Source: an optimization exercise on an open RTL-to-GDS flow (aim: small area, a short achievable clock period and few clock cycles per item). Production flows keep margins and buffers that such runs may drop. Where RTL was checked, it was by simulation tests only, not by an equivalence proof against the original. Power is estimated from default activity; no workload was simulated.

== v6 ==
## scanline_nearest_gap_fill
module scanline_nearest_gap_fill (
   input  logic        clock,
   input  logic        reset,
   input  logic        req_push,
   output logic        req_full,
   input  logic [24:0] req_data,
   output logic        rsp_empty,
   input  logic        rsp_pop,
   output logic [61:0] rsp_data,
   input  logic        csr_valid,
   output logic        csr_ready,
   input  logic [12:0] csr_data
);
Size in the first run: about 870 cells after synthesis, roughly 110 I/O pins, roughly 0.0088 mm^2 of cells after synthesis.
clock: 5.0 ns
lec_check: 0
cap_margin: 20
core_margin: 2
core_utilization: 40
setup_slack_margin: 2.35
slew_margin: 20
run.sh (not shown) runs the stock make flow with config.mk's settings and CLKGATE_MAP_FILE= SYNTH_SCRIPT=/design/flow/synth_recipe.tcl, a recipe that flattens the netlist after the stock synthesis.
> inputs changed (v6 -> v7)
- putting CTS_BUF_LIST at sky130_fd_sc_hd__clkbuf_4 sky130_fd_sc_hd__clkbuf_8 where nothing was set
Against v6, v7 reports a count of buffers not belonging to the clock network in the layout that is higher.
Going from v6 to v7, core utilization fell 0.54 points; power share of the combinational group rose 1.8 points; wire length rose about 0.4%; minimum clock period after layout rose 13 ps; via count rose 0.36%.
Function was not checked in any run of this note: the RTL went through the layout flow alone.

========
Another version of the RTL of scanline_nearest_gap_fill (not shown whole).
Size: ~0.0080 mm^2 of cells after synthesis.
==> flow/design.v (excerpt) <==
module scanline_nearest_gap_fill (
   input  logic        clock,
   input  logic        reset,
   input  logic        req_push,
   output logic        req_full,
   input  logic [24:0] req_data,
   output logic        rsp_empty,
   input  logic        rsp_pop,
   output logic [61:0] rsp_data,
   input  logic        csr_valid,
   output logic        csr_ready,
   input  logic [12:0] csr_data
);
   logic [12:0] wid_ff;       
   logic [11:0] col_ff;
   logic [11:0] row_ff;
   logic        seen_ff;
   logic [11:0] scol_ff;      
   logic [23:0] sclr_ff;      
   logic        ov_ff;
   logic [11:0] o_start_ff;
   logic [12:0] o_len_ff;
   logic [11:0] o_row_ff;
   logic [23:0] o_clr_ff;
   logic        o_last_ff;
   logic        pb_ff;        
   logic        pt_ff;        
   logic        odd_ff;       
   logic        sampled;
   logic [23:0] new_clr;
   logic        row_end;
   logic        wid_hit;      
   logic        pend;
   logic        out_free;
   logic        accept;
   logic [11:0] gap;
   logic        gap_big;
   logic [12:0] tail_len;
   logic        tail_ok;
   logic [12:0] wid_in;
   logic        load;
   logic [11:0] n_start;
   logic [12:0] n_len;
   logic [11:0] n_row;
   logic [23:0] n_clr;
   logic        n_last;
   logic        n_pb, n_pt, n_odd;
   assign csr_ready = 1'b1;
   assign rsp_empty = !ov_ff;
   assign rsp_data  = {o_start_ff, o_len_ff, o_row_ff, o_clr_ff, o_last_ff};
   assign sampled  = req_data[24];
   assign new_clr  = req_data[23:0];
   assign pend     = pb_ff || pt_ff;
   assign out_free = !ov_ff || rsp_pop;
   assign row_end  = ({1'b0, col_ff} + 13'd1) >= wid_ff;
   assign wid_hit  = ({1'b0, col_ff} + 13'd1) == wid_ff;
   assign req_full = (pend || !out_free) && (sampled || row_end);
   assign accept   = req_push && !req_full;
   assign gap      = col_ff - scol_ff;
   assign gap_big  = (gap[11:1] != 11'd0);
   assign tail_len = wid_ff - {1'b0, scol_ff};
   assign tail_ok  = wid_ff > {1'b0, scol_ff};
   always_comb begin
      if (csr_data == 13'd0)
         wid_in = 13'd1;
      else if (csr_data[12] && (csr_data[11:0] != 12'd0))
         wid_in = 13'd4096;
      else
         wid_in = csr_data;
   end
   always_comb begin
      load    = 1'b0;
      n_start = scol_ff;
  ...
Settings: LEC_CHECK=0, CAP_MARGIN=20, CORE_MARGIN=2, CORE_UTILIZATION=40, SETUP_SLACK_MARGIN=2.0, SLEW_MARGIN=20; clock period 5.0 ns.
The first run passed the timing, design-rule and antenna checks.
Testbench counts at the start, summed over its fixed seeds: cycles 27,213, runs 12,397.
Rerun with:
ABC_CLOCK_PERIOD_IN_PS = 2500   (was default)
SETUP_SLACK_MARGIN = 2.5   (was 2.0)
=> Wire length rises by 5.5%; sequential power stays flat; sequential share of layout area falls by 1.6 points; utilization rises by 2.7 points.

========
scanline_nearest_gap_fill, a different RTL version from the one above (not shown whole).
For scale: ~140 flip-flops, roughly 110 I/O pins, ~8500 µm² of cells after synthesis.
Settings: LEC_CHECK=0, CAP_MARGIN=5, CORE_MARGIN=2, CORE_UTILIZATION=60, CTS_BUF_LIST=sky130_fd_sc_hd__clkbuf_4 sky130_fd_sc_hd__clkbuf_8, SETUP_SLACK_MARGIN=2.55, SLEW_MARGIN=5; clock period 5.0 ns.
standard.sh (not shown) runs the stock make flow with config.mk's settings and CLKGATE_MAP_FILE= SYNTH_SCRIPT=/design/flow/synth_recipe.tcl, a recipe that flattens the netlist after the stock synthesis.
==> flow/flow/run.sh <==
#!/bin/bash
# The standard layout, with the ports buffered by a plain buffer cell
# (buffer_ports otherwise picks sky130_fd_sc_hd__clkdlybuf4s50_1).
set -euo pipefail
export BUFFER_PORTS_ARGS="-buffer_cell sky130_fd_sc_hd__buf_1"
bash standard.sh > standard_flow.log 2>&1
Testbench counts at the start, summed over its fixed seeds: cycles 25,740, runs 12,397.
==> next run, changes <==
--- a/flow/config.mk
+++ b/flow/config.mk
@@ -7,7 +7,7 @@
 export LEC_CHECK = 0
-export CAP_MARGIN = 5
+export CAP_MARGIN = 20
 export CORE_MARGIN = 2
-export CORE_UTILIZATION = 60
+export CORE_UTILIZATION = 75
 export CTS_BUF_LIST = sky130_fd_sc_hd__clkbuf_4 sky130_fd_sc_hd__clkbuf_8
 export SETUP_SLACK_MARGIN = 2.55
-export SLEW_MARGIN = 5
+export SLEW_MARGIN = 20
Effect: The changed run died in 5_1_grt, error GRT-0232. Synthesized area is unchanged. Synthesized cell count is unchanged.
==> next run, changes <==
--- a/flow/config.mk
+++ b/flow/config.mk
@@ -9,4 +9,6 @@
 export CORE_MARGIN = 2
-export CORE_UTILIZATION = 75
-export CTS_BUF_LIST = sky130_fd_sc_hd__clkbuf_4 sky130_fd_sc_hd__clkbuf_8
+export CORE_UTILIZATION = 60
+export CTS_BUF_LIST = sky130_fd_sc_hd__clkbuf_8 sky130_fd_sc_hd__clkbuf_16
+export CTS_CLUSTER_DIAMETER = 80
+export CTS_CLUSTER_SIZE = 40
 export SETUP_SLACK_MARGIN = 2.55
The changed run completed without violations.
Synthesized cell count does not change.
Synthesized area does not change.
==> next run, changes <==
--- a/flow/config.mk
+++ b/flow/config.mk
@@ -10,5 +10,3 @@
 export CORE_UTILIZATION = 60
-export CTS_BUF_LIST = sky130_fd_sc_hd__clkbuf_8 sky130_fd_sc_hd__clkbuf_16
-export CTS_CLUSTER_DIAMETER = 80
-export CTS_CLUSTER_SIZE = 40
+export CTS_BUF_LIST = sky130_fd_sc_hd__clkbuf_4 sky130_fd_sc_hd__clkbuf_8
 export SETUP_SLACK_MARGIN = 2.55
Cell area drops by 1.8%.
Sequential cell count stays the same.
Via count drops by about 2.1%.
Power drops by 11%.
Synthesized cell count is unchanged.
Wire length drops by about 0.9%.

========
## red
scanline_nearest_gap_fill with an RTL version that a note above also has.
For scale: ~110 I/O pins.
clock: 5.0 ns
lec_check: 0
cap_margin: 20
core_margin: 2
core_utilization: 40
slew_margin: 20
run.sh (not shown) runs the stock make flow with config.mk's settings and CLKGATE_MAP_FILE= SYNTH_SCRIPT=/design/flow/synth_recipe.tcl, a recipe that flattens the netlist after the stock synthesis.
Stock flow here: none of the scripts above is used.
Input changes introduced in blue (baseline for comparison: red):
Settings: setting SETUP_SLACK_MARGIN to 2.7 for the first time.
Notes after the runs:
Fraction of power spent switching nets: blue > red. Relative to red, time the final worst path needs with I/O delays and setup has gone down in blue. [blue vs red] post-route fraction of the period consumed by the critical path: lower in blue. Comparing post-place instance area for blue and red, the smaller number came from red. blue vs. red: overall routed net length rose 3800 um, headroom to the max-slew limit fell by 3.3 points, setup fix buffers added after clock tree synthesis now sits higher, die height flat. Global-route usage ended up 2.8 points higher on blue than on red. Against red, placer congestion estimate in blue fell slightly. Area growth from synthesis to layout: blue higher than red.
No run of this note included a check of the RTL's function; only the layout flow was run.

========
## JK
scanline_nearest_gap_fill, a different RTL version from the one above (not shown whole).
Size: roughly 800 cells after synthesis, roughly 140 flip-flops, about 110 I/O pins, roughly 0.0081 mm² of cells after synthesis.
clock: 5.0 ns
lec_check: 0
cap_margin: 20
core_margin: 2
core_utilization: 60
cts_buf_list: sky130_fd_sc_hd__clkbuf_4 sky130_fd_sc_hd__clkbuf_8
setup_slack_margin: 2.15
slew_margin: 20
standard.sh (not shown) runs the stock make flow with config.mk's settings and CLKGATE_MAP_FILE= SYNTH_SCRIPT=/design/flow/synth_recipe.tcl, a recipe that flattens the netlist after the stock synthesis.
Scripts as last shown in full above: flow/flow/run.sh
Testbench counts of JK, summed over its fixed seeds: cycles 25,740, runs 12,397.
### JK -> MS
- SETUP_SLACK_MARGIN changed from 2.15 to 2.3
- CORE_UTILIZATION changed from 60 to 66
Between MS and JK, it is MS whose minimum period implied by the final worst setup slack is lower, by 0.14 ns.
MS vs JK: post-route clock period utilization down in MS
From MS to JK, parity-gate share of the synthesized area counting xor and xnor cells did not move at all.
diff inputs: MS => AL
- SETUP_SLACK_MARGIN now 2.45, was 2.3
- CORE_UTILIZATION now 60, was 66
==> comparison <==
- Going from MS to AL, area of combinational cells with multiple inputs grows by 4.3%.
- On total power, AL and MS are basically level.
- More vias were needed by AL than by MS.
- Clock-buffer cell count (higher): MS
- Standard cell with the maximum stage delay on the critical path = sky130_fd_sc_hd__a21oi_2: MS; standard cell with the maximum stage delay on the critical path = sky130_fd_sc_hd__a21oi_4: AL

========
scanline_nearest_gap_fill with an RTL version that a note above also has.
For scale: roughly 860 cells after synthesis, about 140 flip-flops, about 110 I/O pins, roughly 8500 sq um of cells after synthesis.
==> flow/design.v (excerpt) <==
module scanline_nearest_gap_fill (
   input  logic        clock,
   input  logic        reset,
   input  logic        req_push,
   output logic        req_full,
   input  logic [24:0] req_data,
   output logic        rsp_empty,
   input  logic        rsp_pop,
   output logic [61:0] rsp_data,
   input  logic        csr_valid,
   output logic        csr_ready,
   input  logic [12:0] csr_data
);
export LEC_CHECK = 0
export CAP_MARGIN = 20
export CORE_MARGIN = 2
export CORE_UTILIZATION = 60
export CTS_BUF_LIST = sky130_fd_sc_hd__clkbuf_4 sky130_fd_sc_hd__clkbuf_8
export SETUP_SLACK_MARGIN = 2.7
export SLEW_MARGIN = 20
create_clock -name core_clock -period 5.0 [get_ports {clock}]
Scripts as last shown in full above: flow/flow/run.sh
The first run produced a clean layout.
Testbench counts at the start, summed over its fixed seeds: cycles 25,740, runs 12,397.
Next try:
Settings changed: SETUP_SLACK_MARGIN 2.7 to 2.45.
=>
- synthesized area is unchanged
- clock-buffer cell count fell by 1
- cell area fell by a few percent

[port drivers added, routing unchanged]
The flow's constraints put no driver on any port. The routed layouts listed below were extracted and timed again, unchanged, in two steps.
Step 1: set_driving_cell puts a clkbuf_16 on clock and a buf_2 on each other input, an assumption about the parent block.
Step 2 adds t to the input delays and takes it off the output delays; t is the mean of the earliest and latest rising clock arrival at the registers after step 1. Input paths then give back, and output paths get back, about the clock's delay inside the block.
Slacks: ideal / step 1 / step 2; pairs: ideal / step 1.
run	shift t [ns]	slack for setup (ns)	hold WS [ns]	worst setup path after step 2
v6	0.468	2.309 / 2.270 / 1.944	0.455 / 0.455 / 0.455	input to register
v7	0.492	2.297 / 2.257 / 1.910	0.461 / 0.461 / 0.461	input to register
the first run of note 2	0.469	0.850 / 0.805 / 1.241	0.478 / 0.478 / 0.478	register to register
the second run of note 2	0.474	0.876 / 0.834 / 1.197	0.466 / 0.466 / 0.466	register to register
the first run of note 3	0.493	2.497 / 2.447 / 2.050	0.498 / 0.498 / 0.498	input to register
the third run of note 3	0.466	2.494 / 2.448 / 2.068	0.484 / 0.484 / 0.484	input to register
the fourth run of note 3	0.493	2.497 / 2.447 / 2.050	0.498 / 0.498 / 0.498	input to register
red	0.464	1.228 / 1.177 / 1.177	0.468 / 0.469 / 0.469	input to output
blue	0.474	2.328 / 2.282 / 2.108	0.481 / 0.481 / 0.481	input to register
JK	0.487	2.207 / 2.207 / 1.932	0.466 / 0.466 / 0.466	input to register
MS	0.487	2.343 / 2.313 / 1.981	0.491 / 0.491 / 0.491	input to register
AL	0.498	2.413 / 2.381 / 1.962	0.465 / 0.465 / 0.465	input to register
the first run of note 6	0.499	2.503 / 2.451 / 2.172	0.515 / 0.515 / 0.515	input to register
the second run of note 6	0.489	2.462 / 2.405 / 2.064	0.491 / 0.491 / 0.491	input to register
After both steps setup and hold are still met in every run listed. The setup slack of AL, which loses most, moves by -0.032 ns with the drivers and by -0.451 ns with both steps.
